This is an optimization exercise on Yosys and OpenROAD, whose aim is small area, a short achievable clock period and few clock cycles per item, not a production implementation. In this exercise RTL edits were held to simulation tests only and were not proved equivalent to the original.

v6:
==> flow/design.v <==
package tcprto_pkg;
  localparam int PRIM_W   = 25;
  localparam int FALL_W   = 24;
  localparam int TICK_W   = 24;
  localparam int STATE_W  = 32;
  localparam int SHIFT_W  = 3;
  localparam int IN_DATA_W  = 56;
  localparam int OUT_DATA_W = 88;
  localparam int CFG_IDX_W  = 2;
  localparam int CFG_DATA_W = 24;
  typedef enum logic [CFG_IDX_W-1:0] {
    REG_ALPHA_SHIFT = 2'd0,
    REG_BETA_SHIFT  = 2'd1,
    REG_CLOCK_GRAN  = 2'd2,
    REG_RTO_LIMIT   = 2'd3
  } cfg_reg_t;
  localparam logic [SHIFT_W-1:0] ALPHA_SHIFT_RST = 3'd3;
  localparam logic [SHIFT_W-1:0] BETA_SHIFT_RST  = 3'd2;
  localparam logic [TICK_W-1:0]  CLOCK_GRAN_RST  = 24'd1;
  localparam logic [TICK_W-1:0]  RTO_LIMIT_RST   = 24'd60;
  localparam int STATE_INIT_TICKS = 3;
endpackage
module tcp_rto_estimator_core #(
  parameter int TIME_BITS = 24,
  parameter int FRAC_BITS = 8
) (
  input  logic                                   clk,
  input  logic                                   rst_n,
  input  logic                                   in_tvalid,
  output logic                                   in_tready,
  input  logic [tcprto_pkg::IN_DATA_W-1:0]       in_tdata,
  output logic                                   out_tvalid,
  input  logic                                   out_tready,
  output logic [tcprto_pkg::OUT_DATA_W-1:0]      out_tdata,
  input  logic                                   cfg_valid,
  output logic                                   cfg_ready,
  input  logic [tcprto_pkg::CFG_IDX_W-1:0]       cfg_index,
  input  logic [tcprto_pkg::CFG_DATA_W-1:0]      cfg_data
);
  localparam int TW = tcprto_pkg::TICK_W;
  localparam int SW = tcprto_pkg::STATE_W;
  localparam logic [SW-1:0] STATE_INIT =
    SW'(tcprto_pkg::STATE_INIT_TICKS) << FRAC_BITS;
  function automatic logic [35:0] add36(input logic [35:0] a,
                                        input logic [35:0] b,
                                        input logic        ci);
    logic [35:0] p, g, pp, gg;
    begin
      p  = a ^ b;
      g  = a & b;
      gg = g;
      pp = p;
      gg[0] = g[0] | (p[0] & ci);
      for (int l = 0; l < 6; l++) begin
        for (int i = 0; i < 36; i++) begin
          if (((i >> l) & 1) == 1) begin
            gg[i] = gg[i] | (pp[i] & gg[((i >> l) << l) - 1]);
            pp[i] = pp[i] & pp[((i >> l) << l) - 1];
          end
        end
      end
      add36 = p ^ {gg[34:0], ci};
    end
  endfunction
  logic [tcprto_pkg::SHIFT_W-1:0] alpha_r;
  logic [tcprto_pkg::SHIFT_W-1:0] beta_r;
  logic [TW-1:0]                  gran_r;
  logic [TW-1:0]                  limit_r;
  assign cfg_ready = 1'b1;
  always_ff @(posedge clk) begin
    if (!rst_n) begin
      alpha_r <= tcprto_pkg::ALPHA_SHIFT_RST;
      beta_r  <= tcprto_pkg::BETA_SHIFT_RST;
      gran_r  <= tcprto_pkg::CLOCK_GRAN_RST;
      limit_r <= tcprto_pkg::RTO_LIMIT_RST;
    end else if (cfg_valid) begin
      case (cfg_index)
        tcprto_pkg::REG_ALPHA_SHIFT: alpha_r <= cfg_data[tcprto_pkg::SHIFT_W-1:0];
        tcprto_pkg::REG_BETA_SHIFT:  beta_r  <= cfg_data[tcprto_pkg::SHIFT_W-1:0];
        tcprto_pkg::REG_CLOCK_GRAN:  gran_r  <= cfg_data[TW-1:0];
        default:                     limit_r <= cfg_data[TW-1:0];
      endcase
    end
  end
  logic v0_r, v1_r, v2_r, v3_r, skid_v_r, rdy_r;
  logic adv, in_fire;
  assign adv       = !v3_r || out_tready;
  assign in_fire   = in_tvalid && rdy_r;
  assign in_tready = rdy_r;
  always_ff @(posedge clk) begin
    if (!rst_n) begin
      v0_r     <= 1'b0;
      v1_r     <= 1'b0;
      v2_r     <= 1'b0;
      v3_r     <= 1'b0;
      skid_v_r <= 1'b0;
      rdy_r    <= 1'b1;
    end else if (adv) begin
      v0_r     <= skid_v_r || in_fire;
      v1_r     <= v0_r;
      v2_r     <= v1_r;
      v3_r     <= v2_r;
      skid_v_r <= 1'b0;
      rdy_r    <= 1'b1;
    end else if (in_fire) begin
      skid_v_r <= 1'b1;
      rdy_r    <= 1'b0;
    end
  end
  logic [TW-1:0] ticks_in;
  logic [TW-1:0] t0_r;
  logic [TW-1:0] skid_r;
  assign ticks_in = in_tdata[tcprto_pkg::PRIM_W-1] ?
                    in_tdata[tcprto_pkg::PRIM_W +: tcprto_pkg::FALL_W] :
                    in_tdata[TW-1:0];
  always_ff @(posedge clk) begin
    if (adv) t0_r <= skid_v_r ? skid_r : ticks_in;
    if (!skid_v_r) skid_r <= ticks_in;
  end
  logic [SW-1:0] srtt_r;
  logic [SW-1:0] dev_r;
  logic [SW-1:0] m1, ms1, xs1, xlow_mask;
  logic          ge1, c1;
  logic [SW-1:0] s1_s, s1_c, s1_cc, srtt_nxt;
  logic [SW-1:0] u1, u2, u3, d_s, d_c, dev_nxt;
  always_comb begin
    m1        = {t0_r, 8'd0};
    ms1       = m1 >> alpha_r;
    xs1       = srtt_r >> alpha_r;
    xlow_mask = ~({SW{1'b1}} << alpha_r);
    ge1       = m1 >= srtt_r;
    c1        = ge1 && ((srtt_r & xlow_mask) != '0);
    s1_s      = srtt_r ^ ~xs1 ^ ms1;
    s1_c      = (srtt_r & ~xs1) | (srtt_r & ms1) | (~xs1 & ms1);
    s1_cc     = {s1_c[SW-2:0], ~c1};
    srtt_nxt  = SW'(add36(36'(s1_s), 36'(s1_cc), 1'b0));
    u1        = s1_s  ^ {SW{ge1}};
    u2        = s1_cc ^ {SW{ge1}};
    u3        = m1    ^ {SW{!ge1}};
    d_s       = u1 ^ u2 ^ u3;
    d_c       = (u1 & u2) | (u1 & u3) | (u2 & u3);
    dev_nxt   = SW'(add36(36'(d_s), 36'({d_c[SW-2:0], 1'b1}), ge1));
  end
  always_ff @(posedge clk) begin
    if (!rst_n) begin
      srtt_r <= STATE_INIT;
    end else if (adv && v0_r) begin
      srtt_r <= srtt_nxt;
    end
  end
  always_ff @(posedge clk) begin
    if (adv && v0_r) dev_r <= dev_nxt;
  end
  logic [SW-1:0] rttvar_r;
  logic [SW-1:0] srtt2_r;
  logic [SW-1:0] vs2, ds2, low_mask2, dl2, vl2;
  logic          ge2, lt2, gt2;
  logic [SW-1:0] s2_s, s2_c, rttvar_nxt;
  always_comb begin
    vs2        = rttvar_r >> beta_r;
    ds2        = dev_r >> beta_r;
    low_mask2  = ~({SW{1'b1}} << beta_r);
    dl2        = dev_r & low_mask2;
    vl2        = rttvar_r & low_mask2;
    ge2        = dev_r >= rttvar_r;
    lt2        = dl2[6:0] < vl2[6:0];
    gt2        = dl2[6:0] > vl2[6:0];
    s2_s       = rttvar_r ^ ~vs2 ^ ds2;
    s2_c       = (rttvar_r & ~vs2) | (rttvar_r & ds2) | (~vs2 & ds2);
    rttvar_nxt = SW'(add36(36'(s2_s), 36'({s2_c[SW-2:0], !(ge2 && lt2)}), !ge2 && gt2));
  end
  always_ff @(posedge clk) begin
    if (!rst_n) begin
      rttvar_r <= STATE_INIT;
    end else if (adv && v1_r) begin
      rttvar_r <= rttvar_nxt;
    end
  end
  always_ff @(posedge clk) begin
    if (adv && v1_r) srtt2_r <= srtt_r;
  end
  logic          sel_g;
  logic [35:0]   w3, a_s, a_c, a_sum, lim3, g_s, g_c;
  logic          gt3;
  logic [TW-1:0] rto_nxt;
  logic [TW-1:0] rto_r;
  logic [SW-1:0] srtt_out_r;
  logic [SW-1:0] rttvar_out_r;
  always_comb begin
    sel_g = {2'b00, gran_r} > rttvar_r[SW-1:6];
    w3    = sel_g ? {4'd0, gran_r, 8'd0} : {2'b00, rttvar_r, 2'b00};
    a_s   = {4'd0, srtt2_r} ^ w3 ^ 36'd255;
    a_c   = ({4'd0, srtt2_r} & w3) | ({4'd0, srtt2_r} & 36'd255) | (w3 & 36'd255);
    a_sum = add36(a_s, {a_c[34:0], 1'b0}, 1'b0);
    lim3  = {4'hf, ~limit_r, 8'hff};
    g_s   = {4'd0, srtt2_r} ^ w3 ^ lim3;
    g_c   = ({4'd0, srtt2_r} & w3) | ({4'd0, srtt2_r} & lim3) | (w3 & lim3);
    gt3   = 37'(g_s) + 37'({g_c, 1'b0}) >= 37'h10_0000_0000;
    rto_nxt = gt3 ? limit_r : a_sum[31:8];
  end
  always_ff @(posedge clk) begin
    if (adv && v2_r) begin
      rto_r        <= rto_nxt;
      srtt_out_r   <= srtt2_r;
      rttvar_out_r <= rttvar_r;
    end
  end
  assign out_tvalid = v3_r;
  assign out_tdata  = {rttvar_out_r, srtt_out_r, rto_r};
endmodule
Settings: LEC_CHECK=0, ABC_AREA=1, CAP_MARGIN=20, CORE_MARGIN=2, CORE_UTILIZATION=50, SLEW_MARGIN=20; clock period 16.0 ns.
standard.sh (not shown) runs the stock make flow with config.mk's settings and CLKGATE_MAP_FILE= SYNTH_SCRIPT=/design/flow/synth_recipe.tcl, a recipe that flattens the netlist after the stock synthesis.
==> flow/flow/run.sh <==
#!/bin/bash
# standard layout; the resizer aims for setup slack well above zero, and the
# port buffers are the smallest plain buffer
bash standard.sh SETUP_SLACK_MARGIN=11.5 BUFFER_PORTS_ARGS="-buffer_cell sky130_fd_sc_hd__buf_1" finish > standard_flow.log 2>&1
Testbench counts of v6, summed over its fixed seeds: cycles 24,032, items 24,000.
What v7 does differently from v6 at the input level:
--- a/flow/design.v
+++ b/flow/design.v
@@ -61,8 +61,27 @@
       end
       add36 = p ^ {gg[34:0], ci};
     end
   endfunction
+  function automatic logic [65:0] cadd33(input logic [32:0] a,
+                                         input logic [32:0] b);
+    logic [32:0] p, g, pp, gg;
+    begin
+      p  = a ^ b;
+      g  = a & b;
+      gg = g;
+      pp = p;
+      for (int l = 0; l < 6; l++) begin
+        for (int i = 0; i < 33; i++) begin
+          if (((i >> l) & 1) == 1) begin
+            gg[i] = gg[i] | (pp[i] & gg[((i >> l) << l) - 1]);
+            pp[i] = pp[i] & pp[((i >> l) << l) - 1];
+          end
+        end
+      end
+      cadd33 = {p ^ {gg[31:0] | pp[31:0], 1'b1}, p ^ {gg[31:0], 1'b0}};
+    end
+  endfunction
   logic [tcprto_pkg::SHIFT_W-1:0] alpha_r;
   logic [tcprto_pkg::SHIFT_W-1:0] beta_r;
   logic [TW-1:0]                  gran_r;
   logic [TW-1:0]                  limit_r;
@@ -152,23 +171,17 @@
     if (adv && v0_r) dev_r <= dev_nxt;
   end
   logic [SW-1:0] rttvar_r;
   logic [SW-1:0] srtt2_r;
-  logic [SW-1:0] vs2, ds2, low_mask2, dl2, vl2;
-  logic          ge2, lt2, gt2;
-  logic [SW-1:0] s2_s, s2_c, rttvar_nxt;
+  logic [SW-1:0] ae2, h2, rttvar_nxt;
+  logic [65:0]   e2;
+  logic          ge2;
   always_comb begin
-    vs2        = rttvar_r >> beta_r;
-    ds2        = dev_r >> beta_r;
-    low_mask2  = ~({SW{1'b1}} << beta_r);
-    dl2        = dev_r & low_mask2;
-    vl2        = rttvar_r & low_mask2;
-    ge2        = dev_r >= rttvar_r;
-    lt2        = dl2[6:0] < vl2[6:0];
-    gt2        = dl2[6:0] > vl2[6:0];
-    s2_s       = rttvar_r ^ ~vs2 ^ ds2;
-    s2_c       = (rttvar_r & ~vs2) | (rttvar_r & ds2) | (~vs2 & ds2);
-    rttvar_nxt = SW'(add36(36'(s2_s), 36'({s2_c[SW-2:0], !(ge2 && lt2)}), !ge2 && gt2));
+    e2         = cadd33({1'b0, dev_r}, {1'b1, ~rttvar_r});
+    ge2        = !e2[65];
+    ae2        = ge2 ? e2[64:33] : ~e2[31:0];
+    h2         = ae2 >> beta_r;
+    rttvar_nxt = SW'(add36({4'd0, rttvar_r}, {4'd0, h2 ^ {SW{!ge2}}}, !ge2));
   end
   always_ff @(posedge clk) begin
     if (!rst_n) begin
       rttvar_r <= STATE_INIT;
==> results.txt <==
Diff v6 -> v7 | overall track demand over capacity in global routing | increase of 2.6 points
Looking at maximum number of pins on one net before global-route repair, v7 sits 6 above v6.
Delta (v7 minus v6): sequential area share after synthesis now larger; sequential cell area comparable; post-layout minimum cycle time now larger; synthesis-to-layout area growth now larger.
For v6, the capturing element of the worst setup path was dev_r[25], unlike v7, where it was rttvar_r[23].
Testbench counts of v7, summed over its fixed seeds: cycles 24,032, items 24,000.

[afterwards: timing with drivers on the ports]
How much do the figures lean on ideal ports? The routed layouts below were timed once more, with nothing changed but the port constraints. Step 1, drivers: a clkbuf_16 drives clk and a buf_2 each remaining input, both assumed. Step 2 moves the port delays by t, midway between the first and last clock arrival at a register: inputs arrive t later, outputs are due t later. That takes back most of the time a late clock gives input paths. a / b / c = ideal / step 1 / step 2; a / b = the first two.
run	shift t [ns]	slack for setup (ns)	worst setup path after step 2	slew at the worst register clock pin (ns)
v6	0.631	11.604 / 11.557 / 11.048	input to register	0.07 / 0.07
v7	0.635	10.971 / 10.971 / 10.955	input to register	0.07 / 0.07
After both steps every run listed still meets setup and hold. The setup slack of v6, which loses most, moves by -0.047 ns with the drivers and by -0.556 ns with both steps.
